From an optimization exercise on the open Yosys and OpenROAD flow, aimed at small area, a short achievable clock period and few clock cycles per item; shortcuts taken in it are not production practice.
In this exercise RTL edits were held to simulation tests only and were not proved equivalent to the original.

==> lagoon: inputs <==
// mult_share_arbiter
module mult_share_arbiter #(
    parameter int N_REQ = 4,
    parameter int ID_W  = 2
) (
    input  logic                      clk,
    input  logic                      rst,
    input  logic [N_REQ-1:0]          req_valid,
    input  logic [N_REQ*mult_pkg::MULT_W-1:0] req_a,
    input  logic [N_REQ*mult_pkg::MULT_W-1:0] req_b,
    output logic [N_REQ-1:0]          req_ready,
    output logic                      rsp_valid,
    output logic [ID_W-1:0]           rsp_id,
    output logic [mult_pkg::PROD_W-1:0] rsp_p,
    input  logic                      rsp_ready,
    output logic [15:0]               ops_done
);
==> flow/config.mk <==
export PLATFORM = sky130hd
export DESIGN_NAME = mult_share_arbiter
export DESIGN_NICKNAME = mult_share_arbiter
export VERILOG_FILES = /design/flow/design.v
export SDC_FILE = /design/flow/constraint.sdc
export NUM_CORES = 4
export LEC_CHECK = 0
export ABC_AREA = 1
export CAP_MARGIN = 20
export CORE_MARGIN = 2
export CORE_UTILIZATION = 50
export CTS_CLUSTER_DIAMETER = 60
export CTS_CLUSTER_SIZE = 10
export HOLD_SLACK_MARGIN = 0.1
export SLEW_MARGIN = 20
export SYNTH_HIERARCHICAL = 1
export SYNTH_MINIMUM_KEEP_SIZE = 0
==> flow/constraint.sdc <==
create_clock -name core_clock -period 12.0 [get_ports {clk}]
set_input_delay 2.4000 -clock core_clock [delete_from_list [all_inputs] [get_ports {clk}]]
set_output_delay 2.4000 -clock core_clock [all_outputs]
set_load 0.01 [all_outputs]
standard.sh (not shown) runs the stock make flow with config.mk's settings and CLKGATE_MAP_FILE= SYNTH_SCRIPT=/design/flow/synth_recipe.tcl, a recipe that flattens the netlist after the stock synthesis.
==> flow/flow/run.sh <==
#!/bin/bash
# Layout flow: the standard ORFS flow (standard.sh) with these changes.
#  - the port buffers that buffer_ports puts on every input and output are
#    plain buf_1 cells instead of the delay cell it picks by default.
set -euo pipefail
here=$(pwd)
bash standard.sh \
    SETUP_SLACK_MARGIN=6.7 \
    SKIP_CTS_REPAIR_TIMING=1 \
    "BUFFER_PORTS_ARGS=-buffer_cell sky130_fd_sc_hd__buf_1" \
    "PRE_GLOBAL_ROUTE_TCL=$here/flow/skew.tcl" \
    finish > run_make.log 2>&1
==> flow/flow/skew.tcl <==
set skew_dly_cells {sky130_fd_sc_hd__clkdlybuf4s50_1 sky130_fd_sc_hd__clkdlybuf4s50_1 sky130_fd_sc_hd__clkdlybuf4s50_1}
set skew_buf_cell sky130_fd_sc_hd__clkbuf_8
set skew_min_bit 12
set block [ord::get_db_block]
set db [ord::get_db]
array set groups {}
foreach inst [$block getInsts] {
  set name [$inst getName]
  if {[regexp {^s2_p\\?\[(\d+)\\?\]} $name -> bit] && $bit >= $skew_min_bit} {
    set it [$inst findITerm CLK]
    if {$it eq "NULL" || $it eq ""} { continue }
    set net [$it getNet]
    lappend groups([$net getName]) $it
  }
}
set k 0
foreach netname [lsort [array names groups]] {
  set net [$block findNet $netname]
  set xs 0; set ys 0; set n 0
  foreach it $groups($netname) {
    set box [[$it getInst] getBBox]
    set xs [expr {$xs + ([$box xMin] + [$box xMax]) / 2}]
    set ys [expr {$ys + ([$box yMin] + [$box yMax]) / 2}]
    incr n
  }
  set cx [expr {$xs / $n}]; set cy [expr {$ys / $n}]
  set prev $net
  set i 0
  foreach cell [concat $skew_dly_cells [list $skew_buf_cell]] {
    set m [$db findMaster $cell]
    set inst [odb::dbInst_create $block $m "skew_${k}_$i"]
    set out [odb::dbNet_create $block "skew_net_${k}_$i"]
    $out setSigType CLOCK
    [$inst findITerm A] connect $prev
    [$inst findITerm X] connect $out
    $inst setLocation $cx $cy
    $inst setPlacementStatus PLACED
    set prev $out
    incr i
  }
  foreach it $groups($netname) {
    $it disconnect
    $it connect $prev
  }
  puts "skew: [llength $groups($netname)] stage-2 clock pins of $netname moved behind [expr {$i}] cells"
  incr k
}
global_connect
detailed_placement
check_placement
==> juniper (differences from lagoon) <==
--- a/flow/design.v
+++ b/flow/design.v
@@ -50,53 +50,20 @@
         for (int k = 0; k < N_REQ; k++) begin
             if (grant[k]) idx = idx | ID_W'(k);
         end
     end
 endmodule
-module mult_rr_ready #(
+module mult_ready_gate #(
     parameter int N_REQ = 4
 ) (
-    input  logic [N_REQ-1:0]            valid,
-    input  logic [N_REQ-1:1][N_REQ-1:0] block,
-    input  logic                        open_r,
-    input  logic                        take,
-    input  logic                        rst,
-    output logic [N_REQ-1:0]            ready
+    input  logic [N_REQ-1:0] grant,
+    input  logic             open_r,
+    input  logic             take,
+    input  logic             rst,
+    output logic [N_REQ-1:0] ready
 );
-    for (genvar gi = 0; gi < N_REQ; gi++) begin : g_lane
-        logic nb;
-        mult_aoi222 u_nb (
-            .a1 (valid[(gi + N_REQ - 1) % N_REQ]), .b1 (block[1][gi]),
-            .a2 (valid[(gi + N_REQ - 2) % N_REQ]), .b2 (block[2][gi]),
-            .a3 (valid[(gi + N_REQ - 3) % N_REQ]), .b3 (block[3][gi]),
-            .y  (nb)
-        );
-        mult_ready_bit u_rdy (
-            .v      (valid[gi]),
-            .nb     (nb),
-            .open_r (open_r),
-            .take   (take),
-            .rst    (rst),
-            .ready  (ready[gi])
-        );
-    end
-endmodule
-module mult_aoi222 (
-    input  logic a1, b1, a2, b2, a3, b3,
-    output logic y
-);
-    assign y = !((a1 & b1) | (a2 & b2) | (a3 & b3));
-endmodule
-module mult_ready_bit (
-    input  logic v,
-    input  logic nb,
-    input  logic open_r,
-    input  logic take,
-    input  logic rst,
-    output logic ready
-);
-    assign ready = v & nb & !rst & (open_r | take);
+    assign ready = grant & {N_REQ{!rst && (open_r || take)}};
 endmodule
 module mult_share_arbiter #(
     parameter int N_REQ = 4,
     parameter int ID_W  = 2
 ) (
@@ -114,11 +81,13 @@
 );
     localparam int W = mult_pkg::MULT_W;
     logic                    s1_valid;
     logic [ID_W-1:0]         s1_id;
     logic [W-1:0]            s1_a;
-    logic [W-1:0]            s1_b;
+    logic [W/2-1:0]          s1_one;    
+    logic [W/2-1:0]          s1_two;    
+    logic [W/2-1:0]          s1_neg;    
     logic                    s2_valid;
     logic [ID_W-1:0]         s2_id;
     logic [mult_pkg::PROD_W-1:0] s2_p;
     logic [N_REQ-1:0]        rr_ptr_oh;
     logic [15:0]             ops_done_reg;
@@ -129,15 +98,16 @@
     logic                    s1_adv;
     logic                    accept_window;
     logic                    accept;
     logic [W-1:0]            sel_a;
     logic [W-1:0]            sel_b;
-    logic [W:0]              s1_bx;
-    logic [W/2-1:0]          s1_one;    
-    logic [W/2-1:0]          s1_two;    
-    logic [W/2-1:0]          s1_neg;    
+    logic [W:0]              sel_bx;
+    logic [W/2-1:0]          enc_one;
+    logic [W/2-1:0]          enc_two;
+    logic [W/2-1:0]          enc_neg;
     logic [mult_pkg::PROD_W-1:0] product;
+    logic [N_REQ-1:0]        ready_pick;
     logic [N_REQ-1:1][N_REQ-1:0] rr_block;
     always_comb begin
         for (int k = 1; k < N_REQ; k++) begin
             for (int i = 0; i < N_REQ; i++) begin
                 rr_block[k][i] = 1'b0;
@@ -145,15 +115,24 @@
                     rr_block[k][i] = rr_block[k][i] | rr_ptr_oh[(i - m + N_REQ) % N_REQ];
                 end
             end
         end
     end
-    mult_rr_ready #(
-        .N_REQ (N_REQ)
+    mult_rr_pick #(
+        .N_REQ (N_REQ),
+        .ID_W  (ID_W)
     ) u_pick_ready (
         .valid  (req_valid),
         .block  (rr_block),
+        .grant  (ready_pick),
+        .idx    (),
+        .any    ()
+    );
+    mult_ready_gate #(
+        .N_REQ (N_REQ)
+    ) u_ready_gate (
+        .grant  (ready_pick),
         .open_r (!s1_valid || !s2_valid),
         .take   (rsp_ready),
         .rst    (rst),
         .ready  (req_ready)
     );
@@ -173,10 +152,17 @@
         for (int i = 0; i < N_REQ; i++) begin
             sel_a = sel_a | ({W{pick_grant[i]}} & req_a[i*W +: W]);
             sel_b = sel_b | ({W{pick_grant[i]}} & req_b[i*W +: W]);
         end
     end
+    assign sel_bx = {sel_b, 1'b0};
+    for (genvar gi = 0; gi < W/2; gi++) begin : g_enc
+        assign enc_one[gi] = sel_bx[2*gi+1] ^ sel_bx[2*gi];
+        assign enc_two[gi] = (sel_bx[2*gi+2] & !sel_bx[2*gi+1] & !sel_bx[2*gi]) |
+                             (!sel_bx[2*gi+2] & sel_bx[2*gi+1] & sel_bx[2*gi]);
+        assign enc_neg[gi] = sel_bx[2*gi+2];
+    end
     assign s2_adv        = !s2_valid || rsp_ready;
     assign s1_adv        = !s1_valid || s2_adv;
     assign accept_window = !rst && s1_adv;
     assign accept        = accept_window && pick_any;
     assign rsp_valid = s2_valid;
@@ -197,25 +183,20 @@
         end
     end
     always_ff @(posedge clk) begin
         if (s1_adv) begin
             s1_a   <= sel_a;
-            s1_b   <= sel_b;
+            s1_one <= enc_one;
+            s1_two <= enc_two;
+            s1_neg <= enc_neg;
             s1_id  <= pick_idx;
         end
         if (s2_adv) begin
             s2_p  <= product;
             s2_id <= s1_id;
         end
     end
-    assign s1_bx = {s1_b, 1'b0};
-    for (genvar gi = 0; gi < W/2; gi++) begin : g_enc
-        assign s1_one[gi] = s1_bx[2*gi+1] ^ s1_bx[2*gi];
-        assign s1_two[gi] = (s1_bx[2*gi+2] & !s1_bx[2*gi+1] & !s1_bx[2*gi]) |
-                            (!s1_bx[2*gi+2] & s1_bx[2*gi+1] & s1_bx[2*gi]);
-        assign s1_neg[gi] = s1_bx[2*gi+2];
-    end
     logic m1, m2, m3, m4, m5, m6, m7, m8, m9, m10, m11, m12, m13, m14, m15, m16;
     logic m17, m18, m19, m20, m21, m22, m23, m24, m25, m26, m27, m28, m29, m30, m31, m32;
     logic m33, m34, m35, m36, m37, m38, m39, m40, m41, m42, m43, m44, m45, m46, m47, m48;
     logic m49, m50, m51, m52, m53, m54, m55, m56, m57, m58, m59, m60, m61, m62, m63, m64;
     logic m65, m66, m67, m68, m69, m70, m71, m72, m73, m74, m75, m76, m77, m78, m79, m80;
==> flow/flow/run.sh (replaced) <==
#!/bin/bash
set -euo pipefail
here=$(pwd)
bash standard.sh \
    SETUP_SLACK_MARGIN=6.7 \
    "BUFFER_PORTS_ARGS=-buffer_cell sky130_fd_sc_hd__buf_1" \
    "PRE_GLOBAL_ROUTE_TCL=$here/flow/skew.tcl" \
    finish > run_make.log 2>&1
--- a/flow/flow/skew.tcl
+++ b/flow/flow/skew.tcl
@@ -1,14 +1,13 @@
-set skew_dly_cells {sky130_fd_sc_hd__clkdlybuf4s50_1 sky130_fd_sc_hd__clkdlybuf4s50_1 sky130_fd_sc_hd__clkdlybuf4s50_1}
-set skew_buf_cell sky130_fd_sc_hd__clkbuf_8
-set skew_min_bit 12
+set skew_dly_cells [expr {[info exists ::env(SKEW_DLY_CELLS)] ? $::env(SKEW_DLY_CELLS) : "sky130_fd_sc_hd__clkdlybuf4s50_1"}]
+set skew_buf_cell [expr {[info exists ::env(SKEW_BUF_CELL)] ? $::env(SKEW_BUF_CELL) : "sky130_fd_sc_hd__clkbuf_8"}]
 set block [ord::get_db_block]
 set db [ord::get_db]
 array set groups {}
 foreach inst [$block getInsts] {
   set name [$inst getName]
-  if {[regexp {^s2_p\\?\[(\d+)\\?\]} $name -> bit] && $bit >= $skew_min_bit} {
+  if {[string match {s2_p*} $name] || [string match {s2_id*} $name]} {
     set it [$inst findITerm CLK]
     if {$it eq "NULL" || $it eq ""} { continue }
     set net [$it getNet]
     lappend groups([$net getName]) $it
   }
- HOLD_SLACK_MARGIN: 0.1 -> unset
==> notes <==
Wire length: juniper is larger than lagoon (about 7%).
In critical path depth, lagoon and juniper do not differ.
Of lagoon and juniper, juniper has the higher worst hold slack (gap 0.31 ns).
Cell count: juniper is larger than lagoon (about 0.5%).
Against juniper, the sequential cell count of lagoon is lower by 16.
In lagoon the cell area is smaller than in juniper, by 5.2%.
In lagoon the clock-buffer cell count is lower than in juniper, by 1.
Fmax: lagoon is larger than juniper (0.22%).
Testbench counts of lagoon, summed over its fixed seeds: cycles 2,064, items 2,048.
Testbench counts of juniper, summed over its fixed seeds: cycles 2,064, items 2,048.

---

==> 03-03 <==
Another version of the RTL of mult_share_arbiter (not shown whole).
export LEC_CHECK = 0
export ABC_AREA = 1
export CAP_MARGIN = 20
export CORE_MARGIN = 2
export CORE_UTILIZATION = 50
export CTS_CLUSTER_DIAMETER = 60
export CTS_CLUSTER_SIZE = 10
export SETUP_SLACK_MARGIN = 5
export SLEW_MARGIN = 20
export SYNTH_HIERARCHICAL = 1
export SYNTH_MINIMUM_KEEP_SIZE = 0
create_clock -name core_clock -period 12.0 [get_ports {clk}]
run.sh (not shown) runs the stock make flow with config.mk's settings and CLKGATE_MAP_FILE= SYNTH_SCRIPT=/design/flow/synth_recipe.tcl, a recipe that flattens the netlist after the stock synthesis.
Stock flow here: none of the scripts above is used.
==> 12-24: changes against 03-03 <==
==> flow/flow/run.sh (new file) <==
#!/bin/bash
# Layout flow: the standard ORFS flow (standard.sh) with these changes.
#  - the port buffers that buffer_ports puts on every input and output are
#    plain buf_1 cells instead of the delay cell it picks by default.
set -euo pipefail
here=$(pwd)
bash standard.sh \
    SETUP_SLACK_MARGIN=6.7 \
    SKIP_CTS_REPAIR_TIMING=1 \
    "BUFFER_PORTS_ARGS=-buffer_cell sky130_fd_sc_hd__buf_1" \
    "PRE_GLOBAL_ROUTE_TCL=$here/flow/skew.tcl" \
    finish > run_make.log 2>&1
==> flow/flow/skew.tcl (new file) <==
set skew_dly_cells {sky130_fd_sc_hd__clkdlybuf4s50_1 sky130_fd_sc_hd__clkdlybuf4s50_1 sky130_fd_sc_hd__clkdlybuf4s50_1}
set skew_buf_cell sky130_fd_sc_hd__clkbuf_8
set skew_min_bit 12
set block [ord::get_db_block]
set db [ord::get_db]
array set groups {}
foreach inst [$block getInsts] {
  set name [$inst getName]
  if {[regexp {^s2_p\\?\[(\d+)\\?\]} $name -> bit] && $bit >= $skew_min_bit} {
    set it [$inst findITerm CLK]
    if {$it eq "NULL" || $it eq ""} { continue }
    set net [$it getNet]
    lappend groups([$net getName]) $it
  }
}
set k 0
foreach netname [lsort [array names groups]] {
  set net [$block findNet $netname]
  set xs 0; set ys 0; set n 0
  foreach it $groups($netname) {
    set box [[$it getInst] getBBox]
    set xs [expr {$xs + ([$box xMin] + [$box xMax]) / 2}]
    set ys [expr {$ys + ([$box yMin] + [$box yMax]) / 2}]
    incr n
  }
  set cx [expr {$xs / $n}]; set cy [expr {$ys / $n}]
  set prev $net
  set i 0
  foreach cell [concat $skew_dly_cells [list $skew_buf_cell]] {
    set m [$db findMaster $cell]
    set inst [odb::dbInst_create $block $m "skew_${k}_$i"]
    set out [odb::dbNet_create $block "skew_net_${k}_$i"]
    $out setSigType CLOCK
    [$inst findITerm A] connect $prev
    [$inst findITerm X] connect $out
    $inst setLocation $cx $cy
    $inst setPlacementStatus PLACED
    set prev $out
    incr i
  }
  foreach it $groups($netname) {
    $it disconnect
    $it connect $prev
  }
  puts "skew: [llength $groups($netname)] stage-2 clock pins of $netname moved behind [expr {$i}] cells"
  incr k
}
global_connect
detailed_placement
check_placement
==> flow/standard.sh (new file) <==
#!/bin/bash
# synth_recipe.tcl (not shown) runs the flow's synth.tcl, then flattens the netlist and writes it again
# the make line also repeats each setting of config.mk as NAME=value (left out here)
make -C /OpenROAD-flow-scripts/flow DESIGN_CONFIG=/design/flow/config.mk WORK_HOME=/design/flow/orfs CLKGATE_MAP_FILE= SYNTH_SCRIPT=/design/flow/synth_recipe.tcl "${@:-finish}"
HOLD_SLACK_MARGIN = 0.1   (was not set)
SETUP_SLACK_MARGIN = not set   (was 5)
removed: flow/run.sh
==> notes <==
- Between 12-24 and 03-03, the lower non-clock buffer count is in 03-03 (gap 26).
- Between 03-03 and 12-24, the lower via count is in 12-24 (gap about 2.1%, measured against 12-24).
- In 03-03 the hold slack is better than in 12-24, by 0.37 ns.
- Core utilization: 03-03 is higher than 12-24 (3.0 points).
- Wire length: 12-24 is lower than 03-03 (7.4%).
- In die area, 12-24 and 03-03 do not differ.
Testbench counts of 03-03, summed over its fixed seeds: cycles 2,064, items 2,048.
Testbench counts of 12-24, summed over its fixed seeds: cycles 2,064, items 2,048.

[port drivers added, routing unchanged]
The results above use ideal ports. As a check the final layouts listed here were re-extracted and re-timed, cells and wires unchanged.
Step 1 (the two cells are an assumption about what drives the block):
set clk [get_ports {clk}]
set_driving_cell -lib_cell sky130_fd_sc_hd__clkbuf_16 $clk
set_driving_cell -lib_cell sky130_fd_sc_hd__buf_2 [delete_from_list [all_inputs] $clk]
Step 2, shift: input delay + t, output delay - t, t = (earliest + latest rising clock arrival at the registers) / 2. This alone moves slack from input paths to output paths.
a / b / c = no drivers / after step 1 / after step 2; a / b = the first two.
run | shift t [ns] | setup WS [ns] | hold slack, ns | worst setup path at the end | clock arrival spread, ns
lagoon | 1.367 | 6.522 / 6.453 / 6.453 | 0.015 / 0.015 / 0.015 | input to output | 1.679 / 1.679
juniper | 0.885 | 6.510 / 6.421 / 6.421 | 0.324 / 0.324 / 0.324 | input to output | 0.682 / 0.681
03-03 | 0.564 | 5.164 / 5.164 / 5.164 | 0.427 / 0.427 / 0.427 | register to register | 0.020 / 0.020
12-24 | 1.371 | 6.628 / 6.562 / 6.562 | 0.062 / 0.062 / 0.062 | input to output | 1.654 / 1.654
Clock arrivals are far apart in lagoon, juniper and 12-24, so t is only a midpoint there and step 2 fits no single register. For juniper, which loses most, drivers alone change the setup slack by -0.089 ns; drivers and shift together by -0.089 ns.
